Source: an optimization exercise on an open RTL-to-GDS flow (aim: small area, a short achievable clock period and few clock cycles per item). Production flows keep margins and buffers that such runs may drop.
In this exercise RTL edits were held to simulation tests only and were not proved equivalent to the original.

## wip/indigo
==> flow/design.v <==
`timescale 1ns / 1ps
package vmdiv_pkg;
  localparam int unsigned DataW = 32;
  typedef enum logic [2:0] {
    OP_DIV  = 3'd0,
    OP_MOD  = 3'd1,
    OP_SHL  = 3'd2,
    OP_SHRL = 3'd3,
    OP_SHRA = 3'd4,
    OP_SEXS = 3'd5,
    OP_SEXB = 3'd6,
    OP_NONE = 3'd7
  } op_t;
  typedef enum logic [1:0] {
    S_IDLE = 2'd0,   
    S_OUT  = 2'd1,   
    S_NORM = 2'd2,   
    S_ITER = 2'd3    
  } st_t;
  function automatic logic [5:0] lzc(input logic [31:0] v);
    logic [15:0]     z1;
    logic [15:0]     n1;
    logic [7:0]      z2;
    logic [7:0][1:0] n2;
    logic [3:0]      z3;
    logic [3:0][2:0] n3;
    logic [1:0]      z4;
    logic [1:0][3:0] n4;
    for (int i = 0; i < 16; i++) begin
      z1[i] = !(v[2*i+1] || v[2*i]);
      n1[i] = !v[2*i+1];
    end
    for (int i = 0; i < 8; i++) begin
      z2[i] = z1[2*i+1] && z1[2*i];
      n2[i] = z1[2*i+1] ? {1'b1, n1[2*i]} : {1'b0, n1[2*i+1]};
    end
    for (int i = 0; i < 4; i++) begin
      z3[i] = z2[2*i+1] && z2[2*i];
      n3[i] = z2[2*i+1] ? {1'b1, n2[2*i]} : {1'b0, n2[2*i+1]};
    end
    for (int i = 0; i < 2; i++) begin
      z4[i] = z3[2*i+1] && z3[2*i];
      n4[i] = z3[2*i+1] ? {1'b1, n3[2*i]} : {1'b0, n3[2*i+1]};
    end
    if (z4[1] && z4[0]) lzc = 6'd32;
    else lzc = z4[1] ? {2'b01, n4[0]} : {2'b00, n4[1]};
  endfunction
endpackage
`timescale 1ns / 1ps
module vmdiv_front (
  input  logic [31:0] din,
  input  logic [4:0]  amt,
  input  logic        left,
  input  logic        fill,
  output logic [31:0] dout
);
  logic [31:0] x, y;
  always_comb begin
    for (int i = 0; i < 32; i++) x[i] = left ? din[31-i] : din[i];
    y = 32'($signed({fill, x}) >>> amt);
    for (int i = 0; i < 32; i++) dout[i] = left ? y[31-i] : y[i];
  end
endmodule
`timescale 1ns / 1ps
module vmdiv_div_step (
  input  logic [31:0] r,
  input  logic [31:0] d,
  input  logic        sa,
  output logic [31:0] t,
  output logic        take
);
  logic [32:0] x, y, p, s;
  logic [31:0] g, pp;
  always_comb begin
    x  = {r[31], r};
    y  = ~{sa, d};
    p  = x ^ y;
    g  = x[31:0] & y[31:0];
    pp = p[31:0];
    g[0] = g[0] | pp[0];   
    for (int l = 0; l < 5; l++)
      for (int i = (2 << l) - 1; i < 32; i += (2 << l)) begin
        g[i]  = g[i] | (pp[i] & g[i - (1 << l)]);
        pp[i] = pp[i] & pp[i - (1 << l)];
      end
    for (int l = 3; l >= 0; l--)
      for (int i = (2 << l) + (1 << l) - 1; i < 32; i += (2 << l)) begin
        g[i]  = g[i] | (pp[i] & g[i - (1 << l)]);
        pp[i] = pp[i] & pp[i - (1 << l)];
      end
    s    = p ^ {g, 1'b1};
    t    = s[31:0];
    take = sa ? (s[32] || (&p)) : !s[32];
  end
endmodule
`timescale 1ns / 1ps
module vm_signed_divide_shift_alu (
  input  logic        clk,
  input  logic        rst,
  input  logic        in_valid,
  output logic        in_ready,
  input  logic [2:0]  in_mode,
  input  logic [31:0] in_operand_a,
  input  logic [31:0] in_operand_b,
  output logic        out_valid,
  input  logic        out_ready,
  output logic [31:0] out_result,
  output logic        out_divide_error
);
  vmdiv_pkg::st_t st, st_n;
  logic [2:0]  md;
  logic [31:0] r_q, q_q, b_q;    
  logic        sa, nb, dz, ee;   
  logic [4:0]  cnt;
  logic [5:0]  lza_q, lzb_q;     
  logic        pa_q, pb_q;       
  logic        rdy;
  logic [31:0] o_q;
  logic        oerr, ov, o2v, o2err;
  logic        ofree, accept, is_div, in_div, res_v, o2v_n;
  logic [31:0] res;
  logic        res_err;
  assign is_div = (md[2:1] == 2'b00);
  assign in_div = (in_mode[2:1] == 2'b00);
  assign ofree  = !ov || out_ready;
  assign accept = in_valid && rdy;
  logic [5:0] lza, lzb;
  logic       pa, pb, bz;
  logic [6:0] dd;
  assign lza = vmdiv_pkg::lzc(in_operand_a ^ {32{in_operand_a[31]}});
  assign lzb = vmdiv_pkg::lzc(in_operand_b ^ {32{in_operand_b[31]}});
  assign pa  = in_operand_a[31] && ((~in_operand_a[31:1] & in_operand_a[30:0]) == '0);
  assign pb  = in_operand_b[31] && ((~in_operand_b[31:1] & in_operand_b[30:0]) == '0);
  assign bz  = (in_operand_b == '0);
  assign dd  = 7'(lzb_q) - 7'(lza_q) + 7'(pa_q) - 7'(pb_q);
  logic        norm, sh_left, sh_fill, bad;
  logic [31:0] negq, sh_in, sh_out;
  logic [4:0]  sh_amt;
  logic [31:0] qor;
  always_comb begin
    qor = q_q;
    for (int l = 0; l < 5; l++)
      for (int i = (2 << l) - 1; i < 32; i += (2 << l)) qor[i] = qor[i] | qor[i - (1 << l)];
    for (int l = 3; l >= 0; l--)
      for (int i = (2 << l) + (1 << l) - 1; i < 32; i += (2 << l)) qor[i] = qor[i] | qor[i - (1 << l)];
  end
  assign negq    = q_q ^ {qor[30:0], 1'b0};
  assign norm    = (st == vmdiv_pkg::S_NORM);
  assign sh_in   = norm ? (nb ? negq : q_q) : r_q;
  assign sh_left = norm || (md == vmdiv_pkg::OP_SHL);
  assign sh_amt  = norm ? dd[4:0] : q_q[4:0];
  assign sh_fill = !norm && (md == vmdiv_pkg::OP_SHRA) && r_q[31];
  assign bad     = q_q[31] || (q_q[30:5] != '0);
  vmdiv_front u_front (.din(sh_in), .amt(sh_amt), .left(sh_left), .fill(sh_fill), .dout(sh_out));
  logic [31:0] t;
  logic        take;
  vmdiv_div_step u_step (.r(r_q), .d(b_q), .sa(sa), .t(t), .take(take));
  always_comb begin
    res     = '0;
    res_err = 1'b0;
    unique case (md)
      vmdiv_pkg::OP_DIV:  begin
        res     = (ee || dz) ? '0 : nb ? negq : q_q;
        res_err = dz;
      end
      vmdiv_pkg::OP_MOD:  begin
        res     = dz ? '0 : r_q;
        res_err = dz;
      end
      vmdiv_pkg::OP_SHL:  res = bad ? '0 : sh_out;
      vmdiv_pkg::OP_SHRL: res = bad ? '0 : sh_out;
      vmdiv_pkg::OP_SHRA: res = bad ? {32{r_q[31]}} : sh_out;
      vmdiv_pkg::OP_SEXS: res = {{16{r_q[15]}}, r_q[15:0]};
      vmdiv_pkg::OP_SEXB: res = {{24{r_q[7]}}, r_q[7:0]};
      default: res = '0;
    endcase
  end
  assign res_v = (st == vmdiv_pkg::S_OUT) && !o2v;
  always_comb begin
    st_n = st;
    unique case (st)
      vmdiv_pkg::S_OUT:  if (!o2v) st_n = vmdiv_pkg::S_IDLE;
      vmdiv_pkg::S_NORM: if (!o2v) st_n = dd[6] ? vmdiv_pkg::S_OUT : vmdiv_pkg::S_ITER;
      vmdiv_pkg::S_ITER: if (cnt == '0) st_n = vmdiv_pkg::S_OUT;
      default: ;
    endcase
    if (accept) st_n = (in_div && !bz) ? vmdiv_pkg::S_NORM : vmdiv_pkg::S_OUT;
  end
  assign o2v_n = o2v ? !ofree : (res_v && !ofree);
  always_ff @(posedge clk) begin
    if (rst) begin
      st  <= vmdiv_pkg::S_IDLE;
      ov  <= 1'b0;
      o2v <= 1'b0;
      rdy <= 1'b1;
    end else begin
      st  <= st_n;
      o2v <= o2v_n;
      rdy <= !o2v_n && (st_n == vmdiv_pkg::S_IDLE || st_n == vmdiv_pkg::S_OUT);
      if (o2v ? ofree : (res_v && ofree)) ov <= 1'b1;
      else if (out_ready) ov <= 1'b0;
    end
  end
  always_ff @(posedge clk) begin
    unique case (st)
      vmdiv_pkg::S_NORM: if (!o2v) begin
        b_q <= sh_out;
        q_q <= '0;
        cnt <= dd[4:0];
        ee  <= dd[6];
      end
      vmdiv_pkg::S_ITER: begin
        if (take) r_q <= t;
        q_q <= {q_q[30:0], take};
        b_q <= {sa, b_q[31:1]};
        cnt <= cnt - 5'd1;
      end
      default: ;
    endcase
    if (accept) begin
      r_q <= in_operand_a;
      q_q <= in_operand_b;
      md  <= in_mode;
      sa  <= in_operand_a[31];
      nb  <= in_operand_a[31] ^ in_operand_b[31];
      dz  <= bz;
      ee    <= bz;
      lza_q <= lza;
      lzb_q <= lzb;
      pa_q  <= pa;
      pb_q  <= pb;
    end
    if (o2v) begin
      if (ofree) begin
        o_q  <= b_q;
        oerr <= o2err;
      end
    end else if (res_v) begin
      if (ofree) begin
        o_q  <= res;
        oerr <= res_err;
      end else begin
        b_q   <= res;
        o2err <= res_err;
      end
    end
  end
  assign in_ready         = rdy;
  assign out_valid        = ov;
  assign out_result       = o_q;
  assign out_divide_error = oerr;
endmodule
==> flow/config.mk <==
export PLATFORM = sky130hd
export DESIGN_NAME = vm_signed_divide_shift_alu
export DESIGN_NICKNAME = vm_signed_divide_shift_alu
export VERILOG_FILES = /design/flow/design.v
export SDC_FILE = /design/flow/constraint.sdc
export NUM_CORES = 4
export LEC_CHECK = 0
export ABC_AREA = 1
export CAP_MARGIN = 20
export CORE_MARGIN = 2
export CORE_UTILIZATION = 55
export CTS_BUF_LIST = sky130_fd_sc_hd__clkbuf_4 sky130_fd_sc_hd__clkbuf_8
export SLEW_MARGIN = 20
==> flow/constraint.sdc <==
create_clock -name core_clock -period 13.5 [get_ports {clk}]
set_input_delay 2.7000 -clock core_clock [delete_from_list [all_inputs] [get_ports {clk}]]
set_output_delay 2.7000 -clock core_clock [all_outputs]
set_load 0.01 [all_outputs]
standard.sh (not shown) runs the stock make flow with config.mk's settings and CLKGATE_MAP_FILE= SYNTH_SCRIPT=/design/flow/synth_recipe.tcl, a recipe that flattens the netlist after the stock synthesis.
==> flow/flow/run.sh <==
#!/bin/bash
set -euo pipefail
export BUFFER_PORTS_ARGS="-buffer_cell sky130_fd_sc_hd__buf_1"
SETUP_SLACK_MARGIN=9.5 bash standard.sh cts > standard_cts.log 2>&1
SETUP_SLACK_MARGIN=8.8 bash standard.sh > standard.log 2>&1
Testbench counts of wip/indigo, summed over its fixed seeds: cycles 21,697, items 8,000.
Modified inputs, wip/tundra compared to wip/indigo
==> flow/flow/run.sh <==
#!/bin/bash
# The standard layout (the standard.sh, unchanged synthesis and steps), with
# ORFS's repair_timing steps (floorplan, CTS, global route) aiming for setup
# slack of SETUP_SLACK_MARGIN ns at the design's clock period, so that the
# achieved period shrinks. The clock, the SDC and every other setting are the standard flow's.
set -euo pipefail
export SETUP_SLACK_MARGIN=9.5
bash standard.sh > standard.log 2>&1
-- flow/config.mk --
<<< wip/indigo, line 11
export CORE_UTILIZATION = 55
export CTS_BUF_LIST = sky130_fd_sc_hd__clkbuf_4 sky130_fd_sc_hd__clkbuf_8
>>> wip/tundra, line 11
export CORE_UTILIZATION = 70
--- outcome ---
wip/tundra: it failed with a tool error in global routing (5_1_grt), so there are no final results. From wip/indigo to wip/tundra the numbers moved as follows: maximum root-to-sink buffer count did not really move; global placement routability congestion saw an increase; number of instances in the placed design decreased about 3.7%. Effective utilization at floorplan (higher): wip/tundra. Die width, wip/tundra vs wip/indigo: down by more than 10%. Cmp wip/tundra and wip/indigo / worst slack after detailed placement / lower: wip/tundra. Sort wip/tundra and wip/indigo by setup fix buffers added after clock tree synthesis asc -> top: wip/indigo. Detailed placer's ending HPWL in wip/tundra is 8.2% below wip/indigo. Looking at wip/tundra and wip/indigo, the synthesized instance count is a wash. Count of H-tree levels built during CTS essentially unchanged between wip/indigo and wip/tundra. wip/tundra vs wip/indigo — row count dropped by more than 10%.

## re-timing with driven ports
In the flow no input, the clock included, has a driving cell. The finished layout below was timed again as built, in two steps. Step 1 (the two cells are an assumption about what drives the block):
set clk [get_ports {clk}]
set_driving_cell -lib_cell sky130_fd_sc_hd__clkbuf_16 $clk
set_driving_cell -lib_cell sky130_fd_sc_hd__buf_2 [delete_from_list [all_inputs] $clk]
Step 2 moves the port delays by t, midway between the first and last clock arrival at a register: inputs arrive t later, outputs are due t later. That takes back most of the time a late clock gives input paths. Slacks: ideal / step 1 / step 2; pairs: ideal / step 1.
run: wip/indigo
shift t [ns]: 0.544
slack for setup (ns): 9.222 / 9.222 / 8.850
hold slack, ns: 0.549 / 0.549 / 0.549
worst slew at a driven data input, ns: 0.05
pins driven straight from the clock port: 1
After both steps setup and hold are still met in wip/indigo. The setup slack of wip/indigo moves by 0.000 ns with the drivers and by -0.372 ns with both steps.
